What follows belongs to an exercise in optimizing a design on an open flow for small area, a short achievable clock period and few clock cycles; a production flow would make more cautious choices.
Function was checked by simulation only, so behaviour that the tests miss may differ from the original.
Power is estimated from default activity; no workload was simulated.

== run 1 ==
==> flow/design.v (excerpt) <==
module matvec_top (
    input  logic               clk,
    input  logic               reset,
    input  logic               input_valid,
    output logic               input_ready,
    input  matvec_pkg::elem_t  input_data,
    input  logic               new_matrix,
    output logic               output_valid,
    input  logic               output_ready,
    output matvec_pkg::acc_t   output_data
);
    localparam int N  = 8;
    localparam int IW = 14;
    localparam int AW = 28;
    localparam int D  = 12;             
    localparam logic [AW-1:0] ACC_MAX = {1'b0, {(AW-1){1'b1}}};
    localparam logic [AW-1:0] ACC_MIN = {1'b1, {(AW-1){1'b0}}};
    logic [2:0] ph;        
    logic [2:0] col;       
    logic [2:0] row;       
    logic [1:0] mode;      
    logic [4:0] owed;      
    logic       accept;
    logic       x_word;
    logic       mat_word;
    logic       last_x;
    logic [2:0] ph_n, col_n, row_n;
    logic [1:0] mode_n;
    logic [4:0] owed_n;
    logic       ready_q;
    assign x_word   = (mode == 2'd2) || ((mode == 2'd0) && !new_matrix);
    assign mat_word = (mode == 2'd1) || ((mode == 2'd0) && new_matrix);
    assign input_ready = ready_q;
    assign accept = input_valid && ready_q && !reset;
    assign last_x = accept && (mode == 2'd2) && (col == 3'd7);
    always_comb begin
        ph_n   = ph + 3'd1;
  ...
For scale: roughly 8500 cells after synthesis, about 49 I/O pins.
Settings: LEC_CHECK=0, CAP_MARGIN=20, CORE_MARGIN=2, CORE_UTILIZATION=60, CTS_BUF_LIST=sky130_fd_sc_hd__clkbuf_4 sky130_fd_sc_hd__clkbuf_8, SETUP_SLACK_MARGIN=4.5, SLEW_MARGIN=20; clock period 8.0 ns.
run.sh (not shown) runs the stock make flow with config.mk's settings and CLKGATE_MAP_FILE= SYNTH_SCRIPT=/design/flow/synth_recipe.tcl, a recipe that flattens the netlist after the stock synthesis.
Testbench counts of run 1, summed over its fixed seeds: cycles 5,464.
Input-level comparison between run 2 and run 1:
Settings: a change of CORE_UTILIZATION from 60 to 70; an added CTS_CLUSTER_DIAMETER of 120; an added TNS_END_PERCENT of 0; a deleted CTS_BUF_LIST that had been sky130_fd_sc_hd__clkbuf_4 sky130_fd_sc_hd__clkbuf_8; an added CTS_CLUSTER_SIZE of 24.
--- outcome ---
Number of antenna violations at the first check in global routing (lower): run 2. Die area ended up 14% lower on run 2 than on run 1. Run 2 against run 1: number of inserted filler cells in the final layout -2648; biggest fanout along the worst timing path +8; total design power -6.0 mW. Relative to run 1, core region area has gone down in run 2. Run 2 ended up with a lower area of all placed cells without fillers than run 1 did.
## Diff of input files: run 3 against run 2
Settings: swapping 4.5 for 4.7 in SETUP_SLACK_MARGIN; swapping 120 for 150 in CTS_CLUSTER_DIAMETER; clearing TNS_END_PERCENT, which used to be 0; swapping 70 for 75 in CORE_UTILIZATION.
- Run 3 ended with more layout-stage area growth over the synthesis result than run 2.
- For run 3, the cell with the largest stage delay on the worst path was dfxtp_4, unlike run 2, where it was dfxtp_1.
- Taking run 2 as the reference, in run 3 final area went up; total power higher; power share of the clock group moved down.
[inputs] run 4 vs run 3
Settings: changing CTS_CLUSTER_DIAMETER from 150 to 120; changing CORE_UTILIZATION from 75 to 70; changing SETUP_SLACK_MARGIN from 4.7 to 4.5.
==> summary.txt <==
Every stage of the flow completed for run 3, and the final layout passed the timing, design-rule and antenna checks.
Run 4 closes out successfully: all stages finished, all timing, DRC and antenna checks passed.
Largest vdd supply drop grows by a few percent when moving from run 3 to run 4.
From run 3 to run 4 the numbers moved as follows: net count of the finished layout decreased 525, fraction of final layout cells sized beyond drive strength 1 down 11 points, number of placement rows moved up.
The following lists how run 5 was set up differently from run 4:
Settings: clearing CTS_CLUSTER_SIZE, which used to be 24; clearing CTS_CLUSTER_DIAMETER, which used to be 120; swapping 70 for 60 in CORE_UTILIZATION.
==> summary.txt <==
- Compared with run 4, run 5 is hungrier on power.
- Run 5 does worse than run 4 on worst hold slack.
- Cell area went up by a few percent going from run 4 to run 5.
- Comparing the two runs side by side, run 5 comes out behind run 4 on post-detailed-routing wire length.
- In the flow results for run 4 and run 5, the layout cell share with drive strength beyond 1 is larger on run 5.

==> re-timing with driven ports <==
The flow's constraints put no driver on any port. The routed layouts listed below were extracted and timed again, unchanged, in two steps.
Step 1 assumes that a clkbuf_16 drives the clock port and a buf_2 every other input.
Step 2 times the ports against the registers' clock, not the clock port: input delays grow and output delays shrink by t, the midpoint of the rising clock arrivals with the driver on.
Three values: ideal, step 1, step 2; two values: the first two.
run | t, ns | setup slack, ns | clock arrival spread, ns | worst data-port slew with drivers (ns) | pins driven straight from the clock port
run 1 | 1.133 | 4.460 / 4.460 / 3.438 | 0.104 / 0.105 | 0.30 | 1
run 2 | 0.835 | 4.246 / 4.246 / 3.563 | 0.044 / 0.044 | 0.03 | 1
run 3 | 0.883 | 4.344 / 4.344 / 3.908 | 0.065 / 0.065 | 0.04 | 1
run 4 | 0.846 | 4.417 / 4.417 / 3.910 | 0.035 / 0.036 | 0.03 | 1
run 5 | 0.959 | 4.452 / 4.452 / 3.661 | 0.055 / 0.055 | 0.30 | 1
After both steps setup and hold are still met in every run listed. The setup slack of run 1, which loses most, moves by 0.000 ns with the drivers and by -1.022 ns with both steps.
